What follows belongs to an exercise in optimizing a design on an open flow for small area; a production flow would make more cautious choices. At most, simulation tests tie the RTL to the original design; equivalence was not proved. No functional check of the RTL was part of runs 4 to 6. Power and IR drop assume default switching activity.

==> design.v <==
package net_tx_pkg;
  typedef logic [7:0]  byte_t;       
  typedef logic [47:0] mac_addr_t;   
  typedef logic [31:0] ip_addr_t;    
  typedef logic [15:0] port_t;       
  typedef logic [15:0] length_t;     
  typedef enum logic [1:0] {SEQ_IDLE, SEQ_READY, SEQ_START, SEQ_BUSY} seq_state_t;
  typedef enum logic [2:0] {
    MAC_IDLE,
    MAC_PREAMBLE,
    MAC_HEADER,
    MAC_PAYLOAD,
    MAC_FCS
  } mac_state_t;
  typedef enum logic [1:0] {IP_IDLE, IP_HEADER, IP_PAYLOAD} ip_state_t;
  localparam byte_t       PREAMBLE_BYTE    = 8'h55;
  localparam byte_t       SFD_BYTE         = 8'hD5;
  localparam int          PREAMBLE_LEN     = 8;      
  localparam int          MAC_HEADER_LEN   = 14;     
  localparam logic [15:0] ETHERTYPE_IPV4   = 16'h0800;
  localparam int          FCS_LEN          = 4;
  localparam logic [31:0] CRC_POLY         = 32'hEDB88320;   
  localparam logic [31:0] CRC_RESIDUE_INIT = 32'hFFFFFFFF;
  localparam int          IFG_LEN          = 12;     
  localparam int          IP_HEADER_LEN  = 20;
  localparam byte_t       IP_TTL         = 8'd128;
  localparam byte_t       IP_PROTO_UDP   = 8'd17;
  localparam logic [15:0] IP_FLAGS_DF    = 16'h4000;   
  localparam int          UDP_HEADER_LEN = 8;
  localparam port_t       LOCAL_PORT     = 16'd1024;
  localparam int MIN_PAYLOAD = 18;
  localparam int MAX_PAYLOAD = 1472;
endpackage
`timescale 1ns/1ps
module network_tx (
  input  logic        tx_clock,
  input  logic        rst,
  input  logic        udp_tx_request,
  input  logic [15:0] udp_tx_length,
  input  logic [7:0]  udp_tx_data,
  output logic        udp_tx_enable,
  output logic        udp_tx_active,
  input  logic        run,
  input  logic [47:0] local_mac,
  input  logic [31:0] local_ip,
  input  logic [47:0] dest_mac,
  input  logic [31:0] dest_ip,
  input  logic [15:0] dest_port,
  output logic [7:0]  phy_txd,
  output logic        phy_tx_en
);
  logic [6:0]  p;
  logic [10:0] pc;         
  logic [47:0] tx_dest_mac;
  logic [31:0] tx_dest_ip;
  logic [15:0] tx_dest_port;
  logic [7:0]  pay_q;      
  logic [31:0] crc_q;
  logic [15:0] acc;        
  logic        acc_c;      
  logic [7:0]  m;          
  logic [7:0]  cb;         
  logic [10:0] tl, ul;
  logic        fcs;
  function automatic logic [31:0] crc_byte(input logic [31:0] crc, input logic [7:0] data);
    logic [31:0] c;
    c = crc ^ {24'h000000, data};
    for (int i = 0; i < 8; i++) begin
      c = c[0] ? ((c >> 1) ^ 32'hEDB88320) : (c >> 1);
    end
    crc_byte = c;
  endfunction
  assign tl = pc + 11'd28;
  assign ul = pc + 11'd8;
  always_ff @(posedge tx_clock) begin
    if (rst) p <= '0;
    else if (p == 7'd0) p <= {6'd0, udp_tx_request};
    else if (p == 7'd53) p <= (pc == 11'd1) ? 7'd54 : 7'd53;
    else if (p == 7'd71) p <= '0;
    else p <= p + 7'd1;
  end
  always_ff @(posedge tx_clock) begin
    if (p == 7'd1) pc <= udp_tx_length[10:0];
    else if (p == 7'd53) pc <= pc - 11'd1;
  end
  assign udp_tx_enable = (p == 7'd2);
  assign udp_tx_active = (p == 7'd52) || (p == 7'd53 && pc != 11'd1);
  always_ff @(posedge tx_clock) begin
    if (!run) begin
      tx_dest_mac  <= dest_mac;
      tx_dest_ip   <= dest_ip;
      tx_dest_port <= dest_port;
    end
  end
  always_ff @(posedge tx_clock) pay_q <= udp_tx_data;
  always_comb begin
    case (p)
      7'd3:  cb = tl[7:0];
      7'd4:  cb = {5'd0, tl[10:8]};
      7'd5:  cb = local_ip[7:0];
      7'd6:  cb = local_ip[15:8];
      7'd7:  cb = local_ip[23:16];
      7'd8:  cb = local_ip[31:24];
      7'd9:  cb = tx_dest_ip[7:0];
      7'd10: cb = tx_dest_ip[15:8];
      7'd11: cb = tx_dest_ip[23:16];
      7'd12: cb = tx_dest_ip[31:24];
      default: cb = 8'h00;
    endcase
  end
  always_ff @(posedge tx_clock) begin
    if (p <= 7'd2) begin
      acc   <= 16'h0512;
      acc_c <= 1'b0;
    end else begin
      {acc_c, acc[15:8]} <= {1'b0, acc[7:0]} + {1'b0, cb} + {8'd0, acc_c};
      acc[7:0] <= acc[15:8];
    end
  end
  always_comb begin
    case (p)
      7'd3, 7'd4, 7'd5, 7'd6, 7'd7, 7'd8, 7'd9: m = 8'h55;
      7'd10: m = 8'hD5;
      7'd11: m = tx_dest_mac[47:40];
      7'd12: m = tx_dest_mac[39:32];
      7'd13: m = tx_dest_mac[31:24];
      7'd14: m = tx_dest_mac[23:16];
      7'd15: m = tx_dest_mac[15:8];
      7'd16: m = tx_dest_mac[7:0];
      7'd17: m = local_mac[47:40];
      7'd18: m = local_mac[39:32];
      7'd19: m = local_mac[31:24];
      7'd20: m = local_mac[23:16];
      7'd21: m = local_mac[15:8];
      7'd22: m = local_mac[7:0];
      7'd23: m = 8'h08;
      7'd25: m = 8'h45;
      7'd27: m = {5'd0, tl[10:8]};
      7'd28: m = tl[7:0];
      7'd31: m = 8'h40;
      7'd33: m = 8'h80;
      7'd34: m = 8'h11;
      7'd35, 7'd36: m = ~acc[15:8];
      7'd37: m = local_ip[31:24];
      7'd38: m = local_ip[23:16];
      7'd39: m = local_ip[15:8];
      7'd40: m = local_ip[7:0];
      7'd41: m = tx_dest_ip[31:24];
      7'd42: m = tx_dest_ip[23:16];
      7'd43: m = tx_dest_ip[15:8];
      7'd44: m = tx_dest_ip[7:0];
      7'd45: m = 8'h04;
      7'd47: m = tx_dest_port[15:8];
      7'd48: m = tx_dest_port[7:0];
      7'd49: m = {5'd0, ul[10:8]};
      7'd50: m = ul[7:0];
      7'd53: m = pay_q;
      7'd54, 7'd55, 7'd56, 7'd57: m = crc_q[7:0];
      default: m = 8'h00;
    endcase
  end
  assign fcs = (p >= 7'd54) && (p <= 7'd57);
  always_ff @(posedge tx_clock) begin
    if (p <= 7'd10) crc_q <= 32'hFFFFFFFF;
    else crc_q <= crc_byte(crc_q, m);
  end
  always_ff @(posedge tx_clock) begin
    phy_txd   <= m ^ {8{fcs}};
    phy_tx_en <= (p >= 7'd3) && (p <= 7'd57);
  end
endmodule
==> run.sh <==
#!/bin/bash
# synth_recipe.tcl (not shown) runs the flow's synth.tcl, then flattens the netlist and writes it again
# the make line also repeats each setting of config.mk as NAME=value (left out here)
make -C /OpenROAD-flow-scripts/flow DESIGN_CONFIG=/design/flow/config.mk WORK_HOME=/design/flow/orfs CLKGATE_MAP_FILE= SYNTH_SCRIPT=/design/flow/synth_recipe.tcl finish
==> config.mk <==
export PLATFORM = sky130hd
export DESIGN_NAME = network_tx
export DESIGN_NICKNAME = network_tx
export VERILOG_FILES = /design/flow/design.v
export SDC_FILE = /design/flow/constraint.sdc
export NUM_CORES = 4
export LEC_CHECK = 0
export CAP_MARGIN = 20
export CORE_MARGIN = 2
export CORE_UTILIZATION = 40
export SLEW_MARGIN = 20
==> constraint.sdc <==
create_clock -name core_clock -period 10.0 [get_ports {tx_clock}]
set_input_delay 2.0000 -clock core_clock [delete_from_list [all_inputs] [get_ports {tx_clock}]]
set_output_delay 2.0000 -clock core_clock [all_outputs]
set_load 0.01 [all_outputs]
==> impl_metrics.py, run 1 <==
metrics = {
    "yosys": {
        "syn-cell-area_sq_um": 9590,
        "ys_top_cells_by_area": "edfxtp_1 33%, dfxtp_1 15%, xnor2_1 5.1%",
        "synth_top_area_share_pct": 33.5,
        "ys_warn_count": 1,
        "yosysSeqAreaShare_pct": 48.7,
        "synth_fp_nets": 1117,
        "synth_area_per_cell_sq_um": 10.7,
        "synth_enable_flop_cells": 107,
        "synth_commonest_cells": "107 x edfxtp_1, 86 x nand2_1, 73 x dfxtp_1",
        "yosys.area.top_type": "edfxtp_1",
        "synth_cell_types": 81,
        "postSynthCellCount": 894,
        "synthFlopType": "edfxtp_1",
        "synth.most_common_cell": "edfxtp_1",
        "synthArstFlopShare_pct": 0,
        "yosys_register_bits": 180,
    },
    "routing": {
        "drt_pre_antenna_iters": 5,
        "first_iter_violations": 1134,
        "vias": 8401,
        "routed_wl_um": 36500,
        "routedWlPerCell_um": 25.8,
        "viasPerCell": 5.95,
        "drc": 0,
        "antenna_left": 0,
    },
    "cts": {
        "clock-root-buffer": "clkbuf_16",
        "clk_latency_ps": 450,
        "postCtsSetupBuffers": 0,
        "path_clk_slew_ps": 80,
        "cts-hold-fix-buffers": 0,
        "htreeDepth": 4,
        "cts_buffers": 17,
        "ctsResizeCount": 0,
        "cts_sinks": 180,
        "clock_path_buffers": 2,
        "cts_tree": "yes",
    },
    "power_and_ir_drop": {
        "power.leakage_uw": 0.00458,
        "vdd_ir_drop_max_v": 0.0000787,
        "powerDensity_nw_per_um2": 137,
    },
    "floorplanning": {
        "ios": 215,
        "fp.dieW_um": 159,
        "num_rows": 56,
        "die_h_um": 159,
        "start_util_pct": 40.8,
        "core_area_sq_um": 23500,
        "die-area_sq_um": 25200,
    },
    "hold_path": {
        "hold_start": "acc[12]",
        "min_path_type": "register to register",
        "whs_path_depth": 1,
        "hold_end": "acc[4]",
    },
    "worst_setup_path": {
        "slowest_stage": "a2111oi_0",
        "cp.required_ps": 10400,
        "critical_path_class": "input pin to register",
        "reg2reg_depth": 11,
        "crit_family": "XOR/XNOR gates",
        "reg2reg_slack_ps": 4540,
        "crit_buf_inv": 1,
        "cp_cell_sequence": "clkdlybuf4s50_1, and3_1, a2111oi_0, nand4_1, nor4_1, mux2i_1, xor2_2, xnor2_1, xor3_1, nand2_1",
        "endpoint_kind": "register",
        "cp.arrival_ps": 6040,
        "rr_endpoint": "crc_q[26]",
        "cp-start-kind": "input pin",
        "critPathMaxFanout": 5,
        "worstReg2RegStart": "p[4]",
        "cpPeakStageDelay_ps": 850,
    },
    "timing": {
        "slew_violations": 0,
        "slew_headroom_pct": 28.9,
        "fin_skew_ps": 13.7,
        "post-route-period-util_pct": 56.4,
        "max_freq_mhz": 177,
        "rsz0062_at_grt": "false",
        "finalCriticalPeriod_ps": 5640,
        "finalSetupViolations": 0,
        "worst_pin_slew_ps": 1070,
        "hold_viol": 0,
        "worst_slack_ps": 4360,
        "tns_ps": 0,
    },
    "place": {
        "post-place-ws_ps": 3940,
        "port_buffers": 209,
        "hpwl_um": 27300,
        "gp_routability_congestion": 0.954,
    },
    "grt": {
        "grt_antenna_before_repair": 0,
        "grt_overflow": 0,
        "grt_max_degree": 65,
        "grt.total_usage_pct": 28.7,
        "grt_pass1_wl_um": 53500,
        "grt_pass1_vias": 8240,
    },
    "cells_and_area": {
        "final_layout_size_suffix_gt1_share_pct": 7.50,
        "antenna_cells": 0,
        "fin_nets": 1303,
        "syn_to_final_growth_pct": 30.4,
    },
    "flow_run": {
        "cap_viol_max_count": 0,
    },
    "outcome": {
        "status": "timing/DRC/antenna clean",
    },
}
[stage by stage]
step	cells	cell area (sq um)	util [%]	hold WS, ps	total power (uW)
after floorplan	894	9590	-	411	934
after global placement	1379	11900	50.6	418	1070
after detailed placement	1380	11900	50.7	431	1070
after CTS	1412	12500	53.1	443	1730
after global routing	1412	12500	53.1	461	1770
final	1412	12500	53.1	442	1720
[logic make-up (layout without fill, tap and decap cells)]
family / after synthesis / count (layout) / synth area share [%]
flops: 180 / 180 / 48.7
fa+ha+maj: 19 / 19 / 2.63
buf+inv: 76 / 275 / 3.69
simple gates: 329 / 329 / 18.5
mux: 16 / 16 / 2.26
xor+xnor: 96 / 96 / 9.95
compound gates: 178 / 178 / 14.3
[where the power goes]
part	leakage, uW	total (uW)	internal (uW)	switching (uW)
sequential	0.00163	870	833	36.6
clock	0.000280	664	332	331
combinational	0.00266	184	101	82.6
total	0.00458	1720	1270	451
[cells in the final DEF, fill, tap and decap left out, drive strengths merged, types with 5 or more instances in the layout]
cell type      count
clkdlybuf4s50    209
edfxtp           107
nand2             86
dfxtp             73
xnor2             56
nand3             51
nor2              51
a22oi             37
xor2              34
a21oi             27
and3              24
inv               24
nand4             22
and2              20
clkbuf            18
ha                17
a22o              16
buf               16
nor3              13
a221oi            13
o21ai             13
nand2b             9
mux2               9
nor2b              9
a21o               8
a32oi              8
o2111ai            8
nor4               8
mux2i              7
clkinv             7
a222oi             6
a2111oi            6
nor4b              6
a221o              5
xnor3              5
[per-layer routing]
layer  wire length (um)  GRT usage, %
met4               1100          9.46
met5                  0             0
met3               3820          6.71
met1              15300          39.5
met2              16300          44.7
[cell type report]
cell class              instances  area [sq um]
repair buffers                225          2220
multi-input cells             638          4570
clock inverters                14           143
well taps                     319           399
fillers                      2158         11000
inverters                      18          68.8
flip-flops and latches        180          4670
clock buffers                  18           429
[sequential cells by signal, indices dropped and copies added, names as in the netlist]
register	cells
tx_dest_mac	48
crc_q	32
tx_dest_ip	32
acc	16
tx_dest_port	16
pc	11
pay_q	8
phy_txd	8
p	7
acc_c	1
phy_tx_en	1
[how the worst max path moves through the flow]
stage	from	endpoint	slack (ps)	cells past startpoint
after CTS	local_mac[25]	crc_q[26]	4420	10
after detailed placement	local_mac[25]	crc_q[26]	3940	10
after floorplan	local_mac[25]	crc_q[26]	5530	9
after global placement	local_mac[25]	crc_q[26]	3910	10
final	local_mac[25]	crc_q[26]	4360	10
after global routing	local_mac[25]	crc_q[26]	4230	10
==> run 2, diff against run 1 <==
--- a/design.v
+++ b/design.v
@@ -58,10 +58,12 @@
   logic [31:0] crc_q;
   logic [15:0] acc;        
   logic        acc_c;      
+  logic        acc_g;      
   logic [7:0]  m;          
+  logic [7:0]  cd;         
   logic [7:0]  cb;         
-  logic [10:0] tl, ul;
-  logic        fcs;
+  logic [10:0] sl;         
+  logic        fcs, crc_g;
   function automatic logic [31:0] crc_byte(input logic [31:0] crc, input logic [7:0] data);
     logic [31:0] c;
     c = crc ^ {24'h000000, data};
@@ -70,8 +72,7 @@
     end
     crc_byte = c;
   endfunction
-  assign tl = pc + 11'd28;
-  assign ul = pc + 11'd8;
+  assign sl = pc + ((p < 7'd40) ? 11'd28 : 11'd8);
   always_ff @(posedge tx_clock) begin
     if (rst) p <= '0;
     else if (p == 7'd0) p <= {6'd0, udp_tx_request};
@@ -95,8 +96,10 @@
   always_ff @(posedge tx_clock) pay_q <= udp_tx_data;
   always_comb begin
     case (p)
-      7'd3:  cb = tl[7:0];
-      7'd4:  cb = {5'd0, tl[10:8]};
+      7'd1:  cb = 8'h2E;
+      7'd2:  cb = 8'h05;
+      7'd3:  cb = pc[7:0];
+      7'd4:  cb = {5'd0, pc[10:8]};
       7'd5:  cb = local_ip[7:0];
       7'd6:  cb = local_ip[15:8];
       7'd7:  cb = local_ip[23:16];
@@ -108,19 +111,13 @@
       default: cb = 8'h00;
     endcase
   end
+  assign acc_g = (p > 7'd2);
   always_ff @(posedge tx_clock) begin
-    if (p <= 7'd2) begin
-      acc   <= 16'h0512;
-      acc_c <= 1'b0;
-    end else begin
-      {acc_c, acc[15:8]} <= {1'b0, acc[7:0]} + {1'b0, cb} + {8'd0, acc_c};
-      acc[7:0] <= acc[15:8];
-    end
+    {acc_c, acc[15:8]} <= {1'b0, acc[7:0] & {8{acc_g}}} + {1'b0, cb} + {8'd0, acc_c & acc_g};
+    acc[7:0] <= acc[15:8];
   end
   always_comb begin
     case (p)
-      7'd3, 7'd4, 7'd5, 7'd6, 7'd7, 7'd8, 7'd9: m = 8'h55;
-      7'd10: m = 8'hD5;
       7'd11: m = tx_dest_mac[47:40];
       7'd12: m = tx_dest_mac[39:32];
       7'd13: m = tx_dest_mac[31:24];
@@ -135,8 +132,8 @@
       7'd22: m = local_mac[7:0];
       7'd23: m = 8'h08;
       7'd25: m = 8'h45;
-      7'd27: m = {5'd0, tl[10:8]};
-      7'd28: m = tl[7:0];
+      7'd27: m = {5'd0, sl[10:8]};
+      7'd28: m = sl[7:0];
       7'd31: m = 8'h40;
       7'd33: m = 8'h80;
       7'd34: m = 8'h11;
@@ -152,20 +149,31 @@
       7'd45: m = 8'h04;
       7'd47: m = tx_dest_port[15:8];
       7'd48: m = tx_dest_port[7:0];
-      7'd49: m = {5'd0, ul[10:8]};
-      7'd50: m = ul[7:0];
+      7'd49: m = {5'd0, sl[10:8]};
+      7'd50: m = sl[7:0];
       7'd53: m = pay_q;
-      7'd54, 7'd55, 7'd56, 7'd57: m = crc_q[7:0];
       default: m = 8'h00;
     endcase
   end
-  assign fcs = (p >= 7'd54) && (p <= 7'd57);
+  always_comb begin
+    case (p)
+      7'd7:  cd = 8'h62;
+      7'd8:  cd = 8'h81;
+      7'd9:  cd = 8'h90;
+      7'd10: cd = 8'hD9;
+      default: cd = m;
+    endcase
+  end
+  assign fcs   = (p >= 7'd54) && (p <= 7'd57);
+  assign crc_g = !fcs && !((p >= 7'd7) && (p <= 7'd10));
   always_ff @(posedge tx_clock) begin
-    if (p <= 7'd10) crc_q <= 32'hFFFFFFFF;
-    else crc_q <= crc_byte(crc_q, m);
+    crc_q <= crc_byte({crc_q[31:8], crc_q[7:0] & {8{crc_g}}}, cd);
   end
   always_ff @(posedge tx_clock) begin
-    phy_txd   <= m ^ {8{fcs}};
-    phy_tx_en <= (p >= 7'd3) && (p <= 7'd57);
+    if (p >= 7'd3 && p <= 7'd9) phy_txd <= 8'h55;
+    else if (p == 7'd10) phy_txd <= 8'hD5;
+    else if (fcs) phy_txd <= ~crc_q[7:0];
+    else phy_txd <= m;
   end
+  assign phy_tx_en = (p >= 7'd4) && (p <= 7'd58);
 endmodule
==> flow/run.sh (new file) <==
#!/bin/bash
# standard layout, with the smallest buffer on each port
set -euo pipefail
export BUFFER_PORTS_ARGS="-buffer_cell sky130_fd_sc_hd__buf_1"
bash standard.sh > standard.log 2>&1
==> standard.sh (new file) <==
#!/bin/bash
# synth_recipe.tcl (not shown) runs the flow's synth.tcl, then flattens the netlist and writes it again
# the make line also repeats each setting of config.mk as NAME=value (left out here)
make -C /OpenROAD-flow-scripts/flow DESIGN_CONFIG=/design/flow/config.mk WORK_HOME=/design/flow/orfs CLKGATE_MAP_FILE= SYNTH_SCRIPT=/design/flow/synth_recipe.tcl "${@:-finish}"
removed: run.sh
==> run 2 against run 1 <==
  * Synthesized area shrank 2.6%
  * Global-route usage shrank 0.61 points
  * Sequential cell count shrank 1
  * Sequential power grew 15%
  * Via count shrank 2.5%
  * Clock-buffer cell count is the same
  * Clock power grew 2%
  * Total power grew 37%
  * Final area shrank 12%
  * Utilization shrank 4.6 points
  * Largest cell class unchanged
  * Highest routed layer unchanged
==> impl_metrics.py, run 2 <==
metrics = {
    "grt": {
        "grt_max_degree": 56,
        "grt_overflow": 0,
        "grt.total_usage_pct": 28.1,
        "grt_antenna_before_repair": 0,
        "grt_pass1_vias": 8077,
        "grt_pass1_wl_um": 49800,
    },
    "worst_setup_path": {
        "reg2reg_slack_ps": 5060,
        "cp_cell_sequence": "ha_1, and4bb_4, and2_1, nand2_1, nand2_1, buf_1",
        "endpoint_kind": "output port",
        "critPathMaxFanout": 14,
        "cp-start-kind": "register",
        "critical_path_class": "register to output port",
        "cp_common_cell": "nand2_1",
        "cp.arrival_ps": 3180,
        "slowest_stage": "ha_1",
        "cp.required_ps": 8000,
        "cpPeakStageDelay_ps": 720,
    },
    "hold_path": {
        "min_path_type": "register to register",
    },
    "cts": {
        "postCtsSetupBuffers": 0,
        "cts_tree": "yes",
        "clock-root-buffer": "clkbuf_16",
        "clock_path_buffers": 2,
        "cts-hold-fix-buffers": 0,
        "cts_sinks": 179,
        "clk_latency_ps": 450,
        "ctsResizeCount": 0,
        "cts_buffers": 17,
        "htreeDepth": 4,
        "path_clk_slew_ps": 80,
    },
    "yosys": {
        "ys_top_cells_by_area": "edfxtp_1 34%, dfxtp_1 15%, xnor2_1 5.3%",
        "yosys.area.top_type": "edfxtp_1",
        "synth_top_area_share_pct": 34.4,
        "yosys_register_bits": 179,
        "synthArstFlopShare_pct": 0,
        "synth.most_common_cell": "edfxtp_1",
        "synthFlopType": "edfxtp_1",
        "syn-cell-area_sq_um": 9340,
        "synth_fp_nets": 1088,
        "synth_cell_types": 79,
        "yosysSeqAreaShare_pct": 49.8,
        "synth_area_per_cell_sq_um": 10.8,
        "postSynthCellCount": 868,
        "ys_warn_count": 1,
        "synth_enable_flop_cells": 107,
        "synth_commonest_cells": "107 x edfxtp_1, 73 x nand3_1, 72 x dfxtp_1",
    },
    "routing": {
        "routedWlPerCell_um": 24.7,
        "drc": 0,
        "dr_wl_met3_um": 3370,
        "antenna_left": 0,
        "dr.max_layer_used": "met4",
        "dr_wl_met2_um": 15600,
        "drt-met1-wl_um": 13600,
        "vias": 8194,
        "routed_wl_um": 34300,
        "first_iter_violations": 1067,
        "drt_pre_antenna_iters": 7,
        "viasPerCell": 5.89,
    },
    "timing": {
        "max_freq_mhz": 193,
        "worst_pin_slew_ps": 1150,
        "finalCriticalPeriod_ps": 5180,
        "worst_slack_ps": 4820,
        "fin_skew_ps": 15.0,
        "hold_viol": 0,
        "rsz0062_at_grt": "false",
        "worst_hold_slack_ps": 351,
        "tns_ps": 0,
        "post-route-period-util_pct": 51.8,
        "slew_headroom_pct": 23.1,
        "finalSetupViolations": 0,
        "slew_violations": 0,
    },
    "cells_and_area": {
        "fill_cells": 2166,
        "final_common_cell": "buf_1",
        "fin_util_pct": 48.5,
        "antenna_cells": 0,
        "largest_reg_flops": 48,
        "regMostFlops": "tx_dest_mac",
        "top_regs": "tx_dest_mac: 48 flops, crc_q: 32 flops, tx_dest_ip: 32 flops",
        "final_cell_mix": "209 x buf_1, 107 x edfxtp_1, 73 x nand3_1",
        "final_layout_size_suffix_gt1_share_pct": 8.44,
        "fin_nets": 1285,
        "syn_to_final_growth_pct": 18.3,
    },
    "floorplanning": {
        "start_util_pct": 41.0,
        "core_area_sq_um": 22800,
        "num_rows": 55,
        "ios": 215,
        "die-area_sq_um": 24600,
        "fp.dieW_um": 157,
        "die_h_um": 157,
    },
    "place": {
        "gp_routability_congestion": 0.977,
        "port_buffers": 209,
        "post-place-ws_ps": 4940,
        "hpwl_um": 24800,
    },
    "power_and_ir_drop": {
        "switching_share_pct": 33.0,
        "p_switching_uw": 777,
        "vdd_ir_drop_max_v": 0.000140,
        "clkPwrFrac_pct": 28.8,
        "pwr-share-seq_pct": 42.4,
        "power.leakage_uw": 0.00386,
        "pwr-share-comb_pct": 28.8,
        "p_int_uw": 1580,
        "powerDensity_nw_per_um2": 213,
        "total_power_uw": 2360,
    },
    "outcome": {
        "status": "timing/DRC/antenna clean",
    },
    "flow_run": {
        "cap_viol_max_count": 0,
    },
}
-- run 2: cell types whose count changed after synthesis, sizes merged, moves of 5 or more --
cell / change
a21oi: +5
a22oi: -18
nand3: +22
a21o: -5
and3: -5
buf: -5
a211oi: +6
nand2: -28
nand4: -11
o21ai: +16
xnor3: -5
-- run 2: layout make-up --
| class | count | area (sq um) | share of cell area (%) |
|---|---|---|---|
| flip-flops and latches | 179 | 4650 | 42.1 |
| multi-input cells | 618 | 4390 | 39.7 |
| repair buffers | 233 | 965 | 8.73 |
| clock buffers | 18 | 429 | 3.88 |
| well taps | 313 | 392 | 3.54 |
| clock inverters | 14 | 158 | 1.43 |
| inverters | 16 | 62.6 | 0.566 |
-- run 2: cells by family (layout without fill, tap and decap cells) --
logic type | Yosys count | in the layout | synth area share, %
AND/OR/NAND/NOR | 298 | 298 | 17.3
AO/OA/AOI/OAI | 190 | 190 | 15.1
flip-flops | 179 | 179 | 49.8
XOR/XNOR | 98 | 98 | 10.2
buffers and inverters | 71 | 281 | 3.48
adder cells (fa/ha/maj) | 16 | 16 | 2.30
multiplexers | 16 | 16 | 1.82
-- run 2: critical path, delay by kind of cell, from the launching register on --
family	cells	cell delay, ps
buf+inv	1	160
flops	1	550
simple gates	4	1310
fa+ha+maj	1	720
-- run 2: layer usage --
layer,track usage [%],vias to the layer above
li1,-,3656
met1,35.9,3887
met2,44.1,544
met3,6.87,107
met4,14.6,0
met5,0,-
-- run 2: power by group through the flow --
stage	sequential [uW]	clock [uW]	combinational (uW)
floorplan	984	0	539
global placement	1010	0	663
detailed placement	1010	0	676
CTS	998	683	683
global route	1010	712	751
finish	1000	678	680
-- run 2: worst paths after layout --
| check | start | end | cells after the start |
|---|---|---|---|
| worst min-delay path | acc[14] | acc[6] | 0 |
| worst min register to register | acc[14] | acc[6] | 0 |
| worst max register to register | p[1] | crc_q[5] | 12 |
| worst max-delay path | p[0] | udp_tx_active | 6 |
-- run 2: stage by stage --
step,area (sq um),instances
4_1_cts,11000,1391
6_report,11100,1391
3_5_place_dp,10500,1359
5_1_grt,11100,1391
3_3_place_gp,10500,1359
2_1_floorplan,9340,868
==> run 3, diff against run 2 <==
==> run.sh (new file) <==
#!/bin/bash
# synth_recipe.tcl (not shown) runs the flow's synth.tcl, then flattens the netlist and writes it again
# the make line also repeats each setting of config.mk as NAME=value (left out here)
make -C /OpenROAD-flow-scripts/flow DESIGN_CONFIG=/design/flow/config.mk WORK_HOME=/design/flow/orfs CLKGATE_MAP_FILE= SYNTH_SCRIPT=/design/flow/synth_recipe.tcl finish
removed: flow/run.sh
removed: standard.sh
==> run 3 against run 2 <==
  * Highest routed layer unchanged
  * Largest cell class unchanged
  * Final cell count about the same
  * Via count about the same
  * Final area up 12%
  * First-iteration DRC count down 34%
==> impl_metrics.py, run 3 <==
metrics = {
    "cts": {
        "htreeDepth": 4,
        "clock-root-buffer": "clkbuf_16",
        "cts_buffers": 17,
        "postCtsSetupBuffers": 0,
        "cts_sinks": 179,
        "cts-hold-fix-buffers": 0,
        "ctsResizeCount": 0,
        "cts_tree": "yes",
        "path_clk_slew_ps": 70,
        "clock_path_buffers": 2,
        "clk_latency_ps": 450,
    },
    "power_and_ir_drop": {
        "vdd_ir_drop_max_v": 0.000117,
        "powerDensity_nw_per_um2": 193,
        "power.leakage_uw": 0.00442,
    },
    "cells_and_area": {
        "top_regs": "tx_dest_mac: 48 flops, crc_q: 32 flops, tx_dest_ip: 32 flops",
        "syn_to_final_growth_pct": 32.2,
        "largest_reg_flops": 48,
        "fin_util_pct": 54.2,
        "regMostFlops": "tx_dest_mac",
        "fin_nets": 1286,
        "fill_cells": 2087,
        "final_common_cell": "clkdlybuf4s50_1",
        "fin_area_sq_um": 12300,
        "final_cell_mix": "209 x clkdlybuf4s50_1, 107 x edfxtp_1, 73 x nand3_1",
        "antenna_cells": 0,
        "final_layout_size_suffix_gt1_share_pct": 8.43,
    },
    "floorplanning": {
        "ios": 215,
        "start_util_pct": 41.0,
        "fp.dieW_um": 157,
        "num_rows": 55,
        "die-area_sq_um": 24600,
        "core_area_sq_um": 22800,
        "die_h_um": 157,
    },
    "routing": {
        "drt_pre_antenna_iters": 8,
        "drc": 0,
        "routedWlPerCell_um": 25.4,
        "vias": 8188,
        "viasPerCell": 5.88,
        "antenna_left": 0,
        "first_iter_violations": 699,
        "routed_wl_um": 35400,
    },
    "grt": {
        "grt_overflow": 0,
        "grt_max_degree": 55,
        "grt.total_usage_pct": 29.1,
        "grt_antenna_before_repair": 0,
        "grt_pass1_wl_um": 51600,
        "grt_pass1_vias": 8246,
    },
    "timing": {
        "finalCriticalPeriod_ps": 5120,
        "tns_ps": 0,
        "fin_skew_ps": 10.4,
        "worst_hold_slack_ps": 360,
        "rsz0062_at_grt": "false",
        "slew_headroom_pct": 21.9,
        "post-route-period-util_pct": 51.2,
        "hold_viol": 0,
        "max_freq_mhz": 195,
        "worst_pin_slew_ps": 1170,
        "finalSetupViolations": 0,
        "slew_violations": 0,
    },
    "yosys": {
        "yosysSeqAreaShare_pct": 49.8,
        "synth_fp_nets": 1088,
        "synth.most_common_cell": "edfxtp_1",
        "ys_warn_count": 1,
        "postSynthCellCount": 868,
        "synthArstFlopShare_pct": 0,
        "yosys.area.top_type": "edfxtp_1",
        "ys_top_cells_by_area": "edfxtp_1 34%, dfxtp_1 15%, xnor2_1 5.3%",
        "synth_commonest_cells": "107 x edfxtp_1, 73 x nand3_1, 72 x dfxtp_1",
        "yosys_register_bits": 179,
        "synth_enable_flop_cells": 107,
        "synth_top_area_share_pct": 34.4,
        "synth_cell_types": 79,
        "synth_area_per_cell_sq_um": 10.8,
        "synthFlopType": "edfxtp_1",
        "syn-cell-area_sq_um": 9340,
    },
    "hold_path": {
        "hold_end": "acc[7]",
        "min_path_type": "register to register",
        "whs_path_depth": 0,
        "hold_start": "acc[15]",
    },
    "place": {
        "postPlaceCellArea_sq_um": 11800,
        "hpwl_um": 26300,
        "port_buffers": 209,
        "gp_routability_congestion": 0.985,
    },
    "worst_setup_path": {
        "rr_endpoint": "crc_q[5]",
        "cp_common_cell": "nand2_1",
        "cp.arrival_ps": 3120,
        "cp-start-kind": "register",
        "cp_cell_sequence": "ha_1, and4bb_4, and2_1, nand2_1, nand2_1, clkdlybuf4s50_1",
        "cpPeakStageDelay_ps": 740,
        "cp.required_ps": 8000,
        "endpoint_kind": "output port",
        "reg2reg_slack_ps": 5160,
        "slowest_stage": "ha_1",
        "critPathMaxFanout": 14,
        "critical_path_class": "register to output port",
        "reg2reg_depth": 12,
        "worstReg2RegStart": "p[0]",
    },
    "outcome": {
        "status": "timing/DRC/antenna clean",
    },
    "flow_run": {
        "cap_viol_max_count": 0,
    },
}
==> run 3: cell counts after synthesis <==
Identical to the previous run, type by type.
==> run 3: cell type report <==
class                      instances  area (sq um)  share of cell area (%)
timing repair buffer             234          2280                    18.5
clock inverter                    14           139                    1.12
clock buffer                      18           429                    3.48
sequential                       179          4650                    37.7
multi-input combinational        618          4390                    35.6
tap                              313           392                    3.17
inverter                          16          61.3                   0.497
==> run 3: metrics by stage <==
| stage | setup WS [ps] | std cells | power [uW] |
|---|---|---|---|
| after floorplan | 5690 | 868 | 1520 |
| after global placement | 4710 | 1360 | 1730 |
| after detailed placement | 4630 | 1360 | 1740 |
| after CTS | 4930 | 1392 | 2400 |
| after global routing | 4810 | 1392 | 2500 |
| final | 4880 | 1392 | 2380 |
==> run 3: metal layers <==
layer,vias to the layer above,wire length (um),global-route usage (%)
met1,3907,14200,36.8
met2,510,16400,47.9
met4,0,1490,12.5
met5,-,0,0
met3,107,3270,6.78
li1,3664,-,-
==> run 3: where the power goes <==
part           total [uW]  switching [uW]  internal (uW)
combinational         728             362            366
clock                 659             328            331
sequential            997            68.4            929
==> run 3: worst max path at each step <==
stage                             start       endpoint  slack (ps)  depth (start not counted)
after detailed placement  local_mac[15]       crc_q[5]        4630                          9
after floorplan                     run  tx_dest_ip[0]        5690                          1
after global placement    local_mac[15]       crc_q[5]        4710                          9
after CTS                          p[0]  udp_tx_active        4930                          6
after global routing               p[0]  udp_tx_active        4810                          6
final                              p[0]  udp_tx_active        4880                          6
==> run 3: kinds of logic (layout without fill, tap and decap cells) <==
| kind of cell | after synthesis | after routing | synth area share [%] |
|---|---|---|---|
| xor+xnor | 98 | 98 | 10.2 |
| flops | 179 | 179 | 49.8 |
| fa+ha+maj | 16 | 16 | 2.30 |
| compound gates | 190 | 190 | 15.1 |
| buf+inv | 71 | 282 | 3.48 |
| simple gates | 298 | 298 | 17.3 |
| mux | 16 | 16 | 1.82 |
==> run 3: worst max-delay path: cells and delay by family (launching register included) <==
kind	cells	cell delay [ps]
DFF	1	610
adders and majority gates	1	740
and+or+nand+nor	4	770
buffers and inverters	1	540
==> run 4, diff against run 3 <==
--- a/design.v
+++ b/design.v
@@ -64,14 +64,7 @@
   logic [7:0]  cb;         
   logic [10:0] sl;         
   logic        fcs, crc_g;
-  function automatic logic [31:0] crc_byte(input logic [31:0] crc, input logic [7:0] data);
-    logic [31:0] c;
-    c = crc ^ {24'h000000, data};
-    for (int i = 0; i < 8; i++) begin
-      c = c[0] ? ((c >> 1) ^ 32'hEDB88320) : (c >> 1);
-    end
-    crc_byte = c;
-  endfunction
+  logic [31:0] crc_n;
   assign sl = pc + ((p < 7'd40) ? 11'd28 : 11'd8);
   always_ff @(posedge tx_clock) begin
     if (rst) p <= '0;
@@ -166,9 +159,8 @@
   end
   assign fcs   = (p >= 7'd54) && (p <= 7'd57);
   assign crc_g = !fcs && !((p >= 7'd7) && (p <= 7'd10));
-  always_ff @(posedge tx_clock) begin
-    crc_q <= crc_byte({crc_q[31:8], crc_q[7:0] & {8{crc_g}}}, cd);
-  end
+  crc32_byte crc_inst (.c(crc_q), .g(crc_g), .d(cd), .n(crc_n));
+  always_ff @(posedge tx_clock) crc_q <= crc_n;
   always_ff @(posedge tx_clock) begin
     if (p >= 7'd3 && p <= 7'd9) phy_txd <= 8'h55;
     else if (p == 7'd10) phy_txd <= 8'hD5;
@@ -177,3 +169,59 @@
   end
   assign phy_tx_en = (p >= 7'd4) && (p <= 7'd58);
 endmodule
+module crc32_byte (
+  input  logic [31:0] c,
+  input  logic        g,
+  input  logic [7:0]  d,
+  output logic [31:0] n
+);
+  logic [7:0] x;
+  assign x = (c[7:0] & {8{g}}) ^ d;
+  wire s0 = x[0] ^ x[1];
+  wire s1 = x[2] ^ x[5];
+  wire s2 = x[3] ^ x[6];
+  wire s3 = x[4] ^ x[7];
+  wire s4 = x[4] ^ s0;
+  wire s5 = x[5] ^ x[6];
+  wire s6 = x[1] ^ x[7];
+  wire s7 = x[0] ^ x[4];
+  wire s8 = s1 ^ s2;
+  wire s9 = s2 ^ s3;
+  wire s10 = x[1] ^ x[3];
+  wire s11 = s3 ^ s10;
+  wire s12 = x[2] ^ x[3];
+  wire s13 = s1 ^ s3;
+  wire s14 = x[7] ^ s0;
+  assign n[0] = x[2] ^ c[8];
+  assign n[1] = x[0] ^ x[3] ^ c[9];
+  assign n[2] = c[10] ^ s4;
+  assign n[3] = x[1] ^ c[11] ^ s1;
+  assign n[4] = x[0] ^ x[2] ^ c[12] ^ s2;
+  assign n[5] = c[13] ^ s11;
+  assign n[6] = x[4] ^ x[5] ^ c[14];
+  assign n[7] = x[0] ^ c[15] ^ s5;
+  assign n[8] = x[6] ^ c[16] ^ s6;
+  assign n[9] = x[7] ^ c[17];
+  assign n[10] = x[2] ^ c[18];
+  assign n[11] = x[3] ^ c[19];
+  assign n[12] = c[20] ^ s7;
+  assign n[13] = x[5] ^ c[21] ^ s0;
+  assign n[14] = x[1] ^ x[2] ^ x[6] ^ c[22];
+  assign n[15] = x[7] ^ c[23] ^ s12;
+  assign n[16] = c[24] ^ s7 ^ s12;
+  assign n[17] = x[3] ^ x[5] ^ c[25] ^ s4;
+  assign n[18] = x[6] ^ c[26] ^ s1 ^ s4;
+  assign n[19] = c[27] ^ s6 ^ s8;
+  assign n[20] = c[28] ^ s9;
+  assign n[21] = c[29] ^ s13;
+  assign n[22] = c[30] ^ s8;
+  assign n[23] = c[31] ^ s9;
+  assign n[24] = x[0] ^ s13;
+  assign n[25] = s0 ^ s8;
+  assign n[26] = x[2] ^ s0 ^ s9;
+  assign n[27] = x[5] ^ s11;
+  assign n[28] = s5 ^ s7;
+  assign n[29] = s5 ^ s14;
+  assign n[30] = x[6] ^ s14;
+  assign n[31] = s6;
+endmodule
==> flow/run.sh (new file) <==
#!/bin/bash
# standard layout with two changes: an area-oriented abc mapping script in
# synthesis (registers are mapped before abc, so they are unchanged), and the
# smallest buffer on each port
set -euo pipefail
rm -rf scripts
cp -r "$FLOW_HOME/scripts" scripts
cp flow/abc_area.script scripts/abc_speed.script
export SCRIPTS_DIR="$PWD/scripts"
export BUFFER_PORTS_ARGS="-buffer_cell sky130_fd_sc_hd__buf_1"
bash standard.sh > standard.log 2>&1
==> flow/abc_area.script (new file) <==
&get -n
&st
&dch
&nf -R 1000
&put
==> standard.sh (new file) <==
#!/bin/bash
# synth_recipe.tcl (not shown) runs the flow's synth.tcl, then flattens the netlist and writes it again
# the make line also repeats each setting of config.mk as NAME=value (left out here)
make -C /OpenROAD-flow-scripts/flow DESIGN_CONFIG=/design/flow/config.mk WORK_HOME=/design/flow/orfs CLKGATE_MAP_FILE= SYNTH_SCRIPT=/design/flow/synth_recipe.tcl "${@:-finish}"
removed: run.sh
==> run 4 against run 3 <==
  * Largest cell class unchanged
  * Largest power group unchanged
  * Routed wire length fell by 25%
  * Highest routed layer unchanged
  * Via count fell by 12%
  * Final cell count fell by 10%
  * Setup slack got worse by 190 ps
  * Synthesized area fell by 12%
  * Non-clock buffer count fell by 11
  * Global-route usage fell by 4.8 points
  * Utilization fell by 4.4 points
  * Sequential power barely moved
==> impl_metrics.py, run 4 <==
metrics = {
    "routing": {
        "drt_pre_antenna_iters": 8,
        "vias": 7186,
        "antenna_left": 0,
        "first_iter_violations": 897,
        "routedWlPerCell_um": 21.4,
        "routed_wl_um": 26700,
        "drc": 0,
        "viasPerCell": 5.76,
    },
    "floorplanning": {
        "die-area_sq_um": 21700,
        "fp.dieW_um": 147,
        "ios": 215,
        "die_h_um": 147,
        "num_rows": 52,
        "start_util_pct": 40.7,
        "core_area_sq_um": 20200,
    },
    "worst_setup_path": {
        "cp-start-kind": "register",
        "rr_endpoint": "crc_q[2]",
        "endpoint_kind": "register",
        "reg2reg_slack_ps": 4690,
        "cp.arrival_ps": 5670,
        "reg2reg_depth": 15,
        "critPathMaxFanout": 16,
        "crit_start": "p[3]",
        "worstReg2RegStart": "p[3]",
        "critical_path_class": "register to register",
        "cp.required_ps": 10360,
        "cp-endpoint": "crc_q[2]",
    },
    "timing": {
        "rsz0062_at_grt": "false",
        "finalCriticalPeriod_ps": 5310,
        "slew_headroom_pct": 32.9,
        "max_freq_mhz": 188,
        "worst_pin_slew_ps": 1000,
        "post-route-period-util_pct": 53.1,
        "worst_slack_ps": 4690,
        "hold_viol": 0,
        "fin_skew_ps": 9.66,
        "finalSetupViolations": 0,
        "tns_ps": 0,
        "slew_violations": 0,
    },
    "cells_and_area": {
        "multiInputGateArea_sq_um": 3520,
        "largest_reg_flops": 48,
        "regMostFlops": "tx_dest_mac",
        "fin_nets": 1186,
        "antenna_cells": 0,
        "fin_util_pct": 49.8,
        "final_common_cell": "buf_1",
        "final_cell_mix": "209 x buf_1, 107 x edfxtp_1, 75 x nand2_1",
        "fill_cells": 1853,
        "final_layout_size_suffix_gt1_share_pct": 4.81,
        "top_regs": "tx_dest_mac: 48 flops, crc_q: 32 flops, tx_dest_ip: 32 flops",
        "syn_to_final_growth_pct": 22.5,
        "finalNonFillerCells": 1247,
        "regArea_sq_um": 4650,
    },
    "yosys": {
        "ys_warn_count": 1,
        "synth_top_area_share_pct": 39.1,
        "synth_commonest_cells": "107 x edfxtp_1, 75 x nand2_1, 72 x dfxtp_1, 72 x nor2_1, 56 x xnor2_1",
        "yosys.area.top_type": "edfxtp_1",
        "yosys_register_bits": 179,
        "synth_fp_nets": 944,
        "synthFlopType": "edfxtp_1",
        "synth_enable_flop_cells": 107,
        "postSynthCellCount": 722,
        "syn-cell-area_sq_um": 8230,
        "synth.most_common_cell": "edfxtp_1",
        "ys_top_cells_by_area": "edfxtp_1 39%, dfxtp_1 18%, xnor2_1 6.0%",
        "synth_cell_types": 43,
        "synth_area_per_cell_sq_um": 11.4,
        "synthArstFlopShare_pct": 0,
        "yosysSeqAreaShare_pct": 56.6,
    },
    "place": {
        "placedCellCount": 1215,
        "port_buffers": 209,
        "gp_routability_congestion": 0.936,
        "hpwl_um": 19500,
        "post-place-ws_ps": 4670,
    },
    "power_and_ir_drop": {
        "pwr-share-seq_pct": 43.0,
        "p_switching_uw": 717,
        "pwr-share-comb_pct": 27.0,
        "powerDensity_nw_per_um2": 230,
        "switching_share_pct": 30.9,
        "power.leakage_uw": 0.00358,
        "clkPwrFrac_pct": 30.0,
        "p_int_uw": 1600,
        "vdd_ir_drop_max_v": 0.000135,
    },
    "cts": {
        "cts-hold-fix-buffers": 0,
        "htreeDepth": 4,
        "postCtsSetupBuffers": 0,
        "cts_tree": "yes",
        "ctsResizeCount": 0,
        "path_clk_slew_ps": 70,
        "cts_buffers": 17,
        "clock_path_buffers": 2,
        "clock-root-buffer": "clkbuf_16",
        "cts_sinks": 179,
        "clk_latency_ps": 440,
    },
    "grt": {
        "grt_antenna_before_repair": 0,
        "grt_pass1_wl_um": 39700,
        "grt.total_usage_pct": 24.4,
        "grt_max_degree": 97,
        "grt_pass1_vias": 6844,
        "grt_overflow": 0,
    },
    "hold_path": {
        "min_path_type": "register to register",
    },
    "flow_run": {
        "cap_viol_max_count": 0,
    },
    "outcome": {
        "status": "timing/DRC/antenna clean",
    },
}
[run 4: cell count changes after synthesis, sizes merged, moves of 12 or more]
cell / before / now
nand3: 73 / 16
a222oi: 6 / 36
clkbuf: 29 / 0
buf: 26 / 0
nor2: 47 / 72
nand2: 58 / 75
inv: 16 / 0
a22oi: 19 / 34
clkinv: 0 / 15
a21oi: 32 / 19
a32oi: 12 / 0
[run 4: worst max-delay path, cell delays in order, from the launching register on]
cell,delay [ps]
dfxtp_1,700
nor3_1,90
or2_0,270
ha_1,350
nand2_1,50
o21ai_0,510
a21oi_1,150
a22o_1,210
a221oi_1,270
nand4_1,240
or4_1,560
o22ai_1,230
xor2_1,620
xnor2_1,360
xnor2_1,430
xor2_1,190
[run 4: cell type report]
type                       count  area share, %
tap                          270           3.35
clock buffer                  18           4.26
sequential                   179           46.2
multi-input combinational    528           34.9
inverter                      15          0.571
clock inverter                14           1.83
timing repair buffer         223           8.87
[run 4: kinds of logic after synthesis]
kind of cell | after synthesis | synth area share [%]
AO/OA/AOI/OAI | 179 | 16.4
XOR/XNOR | 94 | 10.0
adder cells (fa/ha/maj) | 18 | 2.92
buffers and inverters | 15 | 0.684
flip-flops | 179 | 56.6
AND/OR/NAND/NOR | 237 | 13.4
[run 4: worst min path at each step]
stage	endpoint	from	slack (ps)	cells after the start
3_5_place_dp	acc[6]	acc[14]	330	0
2_1_floorplan	acc[6]	acc[14]	330	0
5_1_grt	acc[6]	acc[14]	360	0
6_report	acc[1]	acc[9]	350	0
3_3_place_gp	acc[1]	acc[9]	330	0
4_1_cts	acc[0]	acc[8]	350	0
[run 4: stage by stage]
step	cell area (sq um)	hold WS, ps	power [uW]
after CTS	10100	354	2330
after floorplan	8230	326	1480
after global placement	9460	335	1620
final	10100	353	2320
after global routing	10100	358	2440
after detailed placement	9460	333	1630
[run 4: metal layers]
metal  routed length, um  part of all wire [%]  global-route usage, %
met5                   0                     0                      0
met4                1280                   4.8                   13.0
met3                2270                   8.5                   3.95
met2               11600                    43                   35.8
met1               11500                    43                   34.7
[run 4: power by group through the flow]
| stage | logic (uW) | clock network [uW] | registers, uW |
|---|---|---|---|
| 3_5_place_dp | 620 | 0 | 1010 |
| 2_1_floorplan | 488 | 0 | 989 |
| 3_3_place_gp | 613 | 0 | 1010 |
| 6_report | 626 | 697 | 996 |
| 5_1_grt | 699 | 732 | 1010 |
| 4_1_cts | 632 | 703 | 995 |
==> run 5, diff against run 4 <==
==> flow/run.sh (replaced) <==
#!/bin/bash
# standard layout with these changes: an area-oriented abc mapping script in
# synthesis (registers are mapped before abc, so they are unchanged), the
# smallest buffer on each port, and a clock tree of small buffers in larger
# clusters without dummy loads
set -euo pipefail
rm -rf scripts
cp -r "$FLOW_HOME/scripts" scripts
cp flow/abc_area.script scripts/abc_speed.script
export SCRIPTS_DIR="$PWD/scripts"
export BUFFER_PORTS_ARGS="-buffer_cell sky130_fd_sc_hd__buf_1"
export CTS_ARGS="-sink_clustering_enable -repair_clock_nets -dont_use_dummy_load -buf_list \"sky130_fd_sc_hd__clkbuf_4 sky130_fd_sc_hd__clkbuf_8\" -sink_clustering_size 12 -sink_clustering_max_diameter 60"
bash standard.sh > standard.log 2>&1
==> run 5 against run 4 <==
  * Critical path type unchanged
  * Clock-buffer cell count shrank 1
  * Sequential cell count unchanged
  * Total power is 14% lower
  * Highest routed layer unchanged
  * Worst hold slack worse by 8.3 ps
  * Largest cell class unchanged
  * Synthesized area unchanged
  * Setup slack got worse by 0.94 ps
==> impl_metrics.py, run 5 <==
metrics = {
    "worst_setup_path": {
        "crit_buf_inv": 0,
        "cp.required_ps": 10380,
        "critPathMaxFanout": 16,
        "endpoint_kind": "register",
        "cp-start-kind": "register",
        "slowest_stage": "dfxtp_1",
        "cpPeakStageDelay_ps": 720,
        "cp_cell_sequence": "nor3_1, or2_0, ha_1, nand2_1, o21ai_0, a21oi_1, a22o_1, a221oi_1, nand4_1, or4_1, o22ai_1, xor2_1, xnor2_1, xnor2_1, xor2_1",
        "critical_path_class": "register to register",
        "cp.arrival_ps": 5690,
        "crit_family": "XOR/XNOR gates",
    },
    "yosys": {
        "synthFlopType": "edfxtp_1",
        "synth_area_per_cell_sq_um": 11.4,
        "yosys.area.top_type": "edfxtp_1",
        "synth.most_common_cell": "edfxtp_1",
        "synth_commonest_cells": "107 x edfxtp_1, 75 x nand2_1, 72 x dfxtp_1, 72 x nor2_1, 56 x xnor2_1",
        "synthArstFlopShare_pct": 0,
        "yosysSeqAreaShare_pct": 56.6,
        "yosys_register_bits": 179,
        "synth_enable_flop_cells": 107,
        "postSynthCellCount": 722,
        "synth_top_area_share_pct": 39.1,
        "syn-cell-area_sq_um": 8230,
        "synth_fp_nets": 944,
        "ys_top_cells_by_area": "edfxtp_1 39%, dfxtp_1 18%, xnor2_1 6.0%",
        "ys_warn_count": 1,
        "synth_cell_types": 43,
    },
    "place": {
        "gp_routability_congestion": 0.936,
        "port_buffers": 209,
        "hpwl_um": 19500,
    },
    "timing": {
        "finalSetupViolations": 0,
        "finalCriticalPeriod_ps": 5310,
        "slew_violations": 0,
        "worst_hold_slack_ps": 345,
        "post-route-period-util_pct": 53.1,
        "max_freq_mhz": 188,
        "fin_skew_ps": 30.7,
        "hold_viol": 0,
        "worst_pin_slew_ps": 1000,
        "rsz0062_at_grt": "false",
        "slew_headroom_pct": 33.0,
        "tns_ps": 0,
    },
    "cts": {
        "postCtsSetupBuffers": 0,
        "ctsResizeCount": 0,
        "path_clk_slew_ps": 80,
        "cts_buffers": 17,
        "cts_sinks": 179,
        "clock-root-buffer": "clkbuf_8",
        "htreeDepth": 4,
        "clock_path_buffers": 2,
        "cts-hold-fix-buffers": 0,
        "clk_latency_ps": 470,
        "cts_tree": "yes",
    },
    "cells_and_area": {
        "final_common_cell": "buf_1",
        "regMostFlops": "tx_dest_mac",
        "largest_reg_flops": 48,
        "syn_to_final_growth_pct": 17.9,
        "final_layout_size_suffix_gt1_share_pct": 3.43,
        "fin_nets": 1186,
        "final_cell_mix": "209 x buf_1, 107 x edfxtp_1, 75 x nand2_1",
        "top_regs": "tx_dest_mac: 48 flops, crc_q: 32 flops, tx_dest_ip: 32 flops",
        "antenna_cells": 0,
        "fill_cells": 1882,
    },
    "grt": {
        "grt.total_usage_pct": 24.2,
        "grt_max_degree": 97,
        "grt_pass1_wl_um": 39400,
        "grt_antenna_before_repair": 0,
        "grt_pass1_vias": 6721,
        "grt_overflow": 0,
    },
    "routing": {
        "vias": 7087,
        "drc": 0,
        "routed_wl_um": 26400,
        "routedWlPerCell_um": 21.4,
        "drt_pre_antenna_iters": 7,
        "viasPerCell": 5.75,
        "antenna_left": 0,
        "first_iter_violations": 918,
    },
    "floorplanning": {
        "die-area_sq_um": 21700,
        "num_rows": 52,
        "start_util_pct": 40.7,
        "ios": 215,
        "core_area_sq_um": 20200,
        "fp.dieW_um": 147,
        "die_h_um": 147,
    },
    "power_and_ir_drop": {
        "powerDensity_nw_per_um2": 205,
        "vdd_ir_drop_max_v": 0.000124,
        "power.leakage_uw": 0.00340,
    },
    "hold_path": {
        "min_path_type": "register to register",
    },
    "outcome": {
        "status": "timing/DRC/antenna clean",
    },
    "flow_run": {
        "cap_viol_max_count": 0,
    },
}
## run 5: cell counts after synthesis
Identical to the previous run, type by type.
## run 5: cell type report
type	count	area (sq um)	share of cell area, %
inverters	15	57.6	0.593
flip-flops and latches	179	4650	48.0
clock buffers	17	234	2.41
well taps	270	338	3.48
multi-input cells	528	3520	36.3
repair buffers	223	893	9.21
## run 5: report_power, final
| part | leakage (uW) | switching (uW) | internal [uW] |
|---|---|---|---|
| clock | 0.000122 | 225 | 150 |
| sequential | 0.00164 | 65.0 | 930 |
| combinational | 0.00163 | 331 | 290 |
## run 5: final timing paths
| kind | startpoint | endpoint | slack (ps) | cells after the start |
|---|---|---|---|---|
| setup / recovery | p[3] | crc_q[2] | 4690 | 15 |
| hold / removal | acc[10] | acc[2] | 340 | 0 |
| setup reg to reg | p[3] | crc_q[2] | 4690 | 15 |
| hold reg to reg | acc[10] | acc[2] | 340 | 0 |
## run 5: stage by stage
stage               total power [uW]  worst slack, ps  instances  cell area [sq um]  util [%]
CTS                             2000             4720       1232               9690      47.9
finish                          1990             4690       1232               9700      47.9
global route                    2110             4340       1232               9700      47.9
global placement                1620             4670       1215               9460      46.8
detailed placement              1630             4670       1215               9460      46.8
floorplan                       1480             5270        722               8230         -
## run 5: worst register-to-register path, cell delays in order, from the launching register on
cell,delay (ps)
dfxtp_1,720
nor3_1,100
or2_0,270
ha_1,340
nand2_1,50
o21ai_0,510
a21oi_1,150
a22o_1,210
a221oi_1,280
nand4_1,210
or4_1,550
o22ai_1,230
xor2_1,630
xnor2_1,360
xnor2_1,430
xor2_1,200
## run 5: layer usage
metal  vias up  routed length [um]  part of all wire [%]  GRT usage [%]
met5         -                   0                     0              0
met4         0                1040                   3.9           11.8
met3        68                2190                   8.3           4.07
met2       412               11600                    44           35.8
met1      3334               11500                    44           34.6
li1       3273                   -                     -              -
## run 5: kinds of logic after synthesis
| family | after synthesis | synth area share (%) |
|---|---|---|
| and+or+nand+nor | 237 | 13.4 |
| AOI/OAI and AO/OA | 179 | 16.4 |
| DFF | 179 | 56.6 |
| xor gates and xnor gates | 94 | 10.0 |
| adders and majority gates | 18 | 2.92 |
| buffers and inverters | 15 | 0.684 |
==> run 6, diff against run 5 <==
--- a/flow/run.sh
+++ b/flow/run.sh
@@ -9,5 +9,5 @@
 cp flow/abc_area.script scripts/abc_speed.script
 export SCRIPTS_DIR="$PWD/scripts"
 export BUFFER_PORTS_ARGS="-buffer_cell sky130_fd_sc_hd__buf_1"
-export CTS_ARGS="-sink_clustering_enable -repair_clock_nets -dont_use_dummy_load -buf_list \"sky130_fd_sc_hd__clkbuf_4 sky130_fd_sc_hd__clkbuf_8\" -sink_clustering_size 12 -sink_clustering_max_diameter 60"
+export CTS_ARGS="-sink_clustering_enable -repair_clock_nets -dont_use_dummy_load -buf_list sky130_fd_sc_hd__clkbuf_8"
 bash standard.sh > standard.log 2>&1
==> run 6 against run 5 <==
  * Critical path depth is the same
  * Clock power about the same
  * Largest power group unchanged
  * Still clean
  * Largest cell class unchanged
  * Non-clock buffer count is the same
  * Via count unchanged
==> impl_metrics.py, run 6 <==
metrics = {
    "cells_and_area": {
        "antenna_cells": 0,
        "fin_util_pct": 47.9,
        "finalNonFillerCells": 1232,
        "final_cell_mix": "209 x buf_1, 107 x edfxtp_1, 75 x nand2_1",
        "fill_cells": 1882,
        "syn_to_final_growth_pct": 17.9,
        "final_common_cell": "buf_1",
        "top_regs": "tx_dest_mac: 48 flops, crc_q: 32 flops, tx_dest_ip: 32 flops",
        "largest_reg_flops": 48,
        "final_layout_size_suffix_gt1_share_pct": 3.43,
        "regMostFlops": "tx_dest_mac",
        "fin_nets": 1186,
    },
    "cts": {
        "htreeDepth": 4,
        "cts_buffers": 17,
        "clk_latency_ps": 470,
        "clock-root-buffer": "clkbuf_8",
        "cts_tree": "yes",
        "cts-hold-fix-buffers": 0,
        "clock_path_buffers": 2,
        "path_clk_slew_ps": 80,
        "postCtsSetupBuffers": 0,
        "cts_sinks": 179,
        "ctsResizeCount": 0,
    },
    "routing": {
        "routed_wl_um": 26400,
        "drc": 0,
        "routedWlPerCell_um": 21.4,
        "antenna_left": 0,
        "vias": 7087,
        "viasPerCell": 5.75,
        "drt_pre_antenna_iters": 7,
        "first_iter_violations": 918,
    },
    "worst_setup_path": {
        "endpoint_kind": "register",
        "slowest_stage": "dfxtp_1",
        "crit_family": "XOR/XNOR gates",
        "cpPeakStageDelay_ps": 720,
        "critical_path_class": "register to register",
        "cp.arrival_ps": 5690,
        "cp_cell_sequence": "nor3_1, or2_0, ha_1, nand2_1, o21ai_0, a21oi_1, a22o_1, a221oi_1, nand4_1, or4_1, o22ai_1, xor2_1, xnor2_1, xnor2_1, xor2_1",
        "cp.required_ps": 10380,
        "crit_buf_inv": 0,
        "critPathMaxFanout": 16,
        "cp-start-kind": "register",
    },
    "yosys": {
        "synth_fp_nets": 944,
        "ys_top_cells_by_area": "edfxtp_1 39%, dfxtp_1 18%, xnor2_1 6.0%",
        "synth_commonest_cells": "107 x edfxtp_1, 75 x nand2_1, 72 x dfxtp_1, 72 x nor2_1, 56 x xnor2_1",
        "synth_enable_flop_cells": 107,
        "synth.most_common_cell": "edfxtp_1",
        "synthFlopType": "edfxtp_1",
        "yosys.area.top_type": "edfxtp_1",
        "yosys_register_bits": 179,
        "synth_cell_types": 43,
        "postSynthCellCount": 722,
        "syn-cell-area_sq_um": 8230,
        "ys_warn_count": 1,
        "synth_top_area_share_pct": 39.1,
        "synthArstFlopShare_pct": 0,
        "yosysSeqAreaShare_pct": 56.6,
        "synth_area_per_cell_sq_um": 11.4,
    },
    "timing": {
        "slew_headroom_pct": 33.0,
        "finalCriticalPeriod_ps": 5310,
        "worst_hold_slack_ps": 345,
        "slew_violations": 0,
        "fin_skew_ps": 30.7,
        "rsz0062_at_grt": "false",
        "post-route-period-util_pct": 53.1,
        "max_freq_mhz": 188,
        "tns_ps": 0,
        "worst_pin_slew_ps": 1000,
        "hold_viol": 0,
        "finalSetupViolations": 0,
    },
    "outcome": {
        "status": "timing/DRC/antenna clean",
    },
    "floorplanning": {
        "fp.dieW_um": 147,
        "start_util_pct": 40.7,
        "core_area_sq_um": 20200,
        "num_rows": 52,
        "die_h_um": 147,
        "ios": 215,
        "die-area_sq_um": 21700,
    },
    "place": {
        "placedCellCount": 1215,
        "port_buffers": 209,
        "gp_routability_congestion": 0.936,
        "hpwl_um": 19500,
    },
    "grt": {
        "grt_pass1_vias": 6721,
        "grt_antenna_before_repair": 0,
        "grt_max_degree": 97,
        "grt_pass1_wl_um": 39400,
        "grt.total_usage_pct": 24.2,
        "grt_overflow": 0,
    },
    "hold_path": {
        "min_path_type": "register to register",
    },
    "flow_run": {
        "cap_viol_max_count": 0,
    },
    "power_and_ir_drop": {
        "vdd_ir_drop_max_v": 0.000124,
        "powerDensity_nw_per_um2": 205,
        "power.leakage_uw": 0.00340,
    },
}
[run 6: cell counts after synthesis]
No cell type changed its count.
[run 6: worst reg2reg max path, cell delays in order (launching register included)]
cell      delay, ps
dfxtp_1         720
nor3_1          100
or2_0           270
ha_1            340
nand2_1          50
o21ai_0         510
a21oi_1         150
a22o_1          210
a221oi_1        280
nand4_1         210
or4_1           550
o22ai_1         230
xor2_1          630
xnor2_1         360
xnor2_1         430
xor2_1          200
[run 6: path summary, 6_finish.rpt]
check | endpoint | from | cells after the start | slack [ps]
worst min register to register | acc[2] | acc[10] | 0 | 340
worst max register to register | crc_q[2] | p[3] | 15 | 4690
worst min-delay path | acc[2] | acc[10] | 0 | 340
worst max-delay path | crc_q[2] | p[3] | 15 | 4690
[run 6: power breakdown]
group / switching, uW / internal [uW] / total [uW]
clock: 225 / 150 / 375
sequential: 65.0 / 930 / 995
combinational: 331 / 290 / 621
[run 6: kinds of logic after synthesis]
| group | share of synthesized area [%] |
|---|---|
| AND/OR/NAND/NOR | 13.4 |
| AO/OA/AOI/OAI | 16.4 |
| flip-flops | 56.6 |
| XOR/XNOR | 10.0 |
| adder cells (fa/ha/maj) | 2.92 |
| buffers and inverters | 0.684 |
[run 6: layout make-up]
cell class / instances / area [sq um] / share of cell area [%]
sequential: 179 / 4650 / 48.0
timing repair buffer: 223 / 893 / 9.21
tap: 270 / 338 / 3.48
multi-input combinational: 528 / 3520 / 36.3
inverter: 15 / 57.6 / 0.593
clock buffer: 17 / 234 / 2.41
[run 6: per-layer routing]
| metal | vias to the layer above | part of all wire (%) | global-route usage [%] |
|---|---|---|---|
| met4 | 0 | 3.9 | 11.8 |
| li1 | 3273 | - | - |
| met5 | - | 0 | 0 |
| met1 | 3334 | 44 | 34.6 |
| met2 | 412 | 44 | 35.8 |
| met3 | 68 | 8.3 | 4.07 |
[run 6: through the flow]
| step | power [uW] | instance area [sq um] | worst slack, ps |
|---|---|---|---|
| after global routing | 2110 | 9700 | 4340 |
| after floorplan | 1480 | 8230 | 5270 |
| after detailed placement | 1630 | 9460 | 4670 |
| after global placement | 1620 | 9460 | 4670 |
| final | 1990 | 9700 | 4690 |
| after CTS | 2000 | 9690 | 4720 |

[what the ideal ports hide]
No port has a modelled driver above. Below, the same layouts with a new extraction and two added sets of constraints.
Step 1 sets driving cells, clkbuf_16 on the clock port and buf_2 on the other inputs (assumed; they add their load-dependent delay and slew).
Step 2, shift: input delay + t, output delay - t, t = (earliest + latest rising clock arrival at the registers) / 2. This alone moves slack from input paths to output paths.
Slacks: ideal / step 1 / step 2; pairs: ideal / step 1.
run	shift t [ns]	slack for setup (ns)	worst hold slack (ns)	worst setup path at the end	clock arrival spread, ns
run 1	0.487	4.355 / 4.379 / 3.892	0.442 / 0.442 / 0.442	input to register	0.014 / 0.014
run 2	0.492	4.818 / 4.765 / 4.857	0.351 / 0.351 / 0.351	input to register	0.017 / 0.017
run 3	0.493	4.885 / 4.838 / 4.632	0.360 / 0.360 / 0.360	input to register	0.015 / 0.015
run 4	0.480	4.694 / 4.694 / 4.611	0.353 / 0.353 / 0.353	input to register	0.010 / 0.010
run 5	0.495	4.693 / 4.693 / 4.598	0.345 / 0.345 / 0.345	input to register	0.031 / 0.031
run 6	0.495	4.693 / 4.693 / 4.598	0.345 / 0.345 / 0.345	input to register	0.031 / 0.031
After both steps setup and hold are still met in every run listed. For run 1, which loses most, drivers alone change the setup slack by +0.024 ns; drivers and shift together by -0.463 ns.
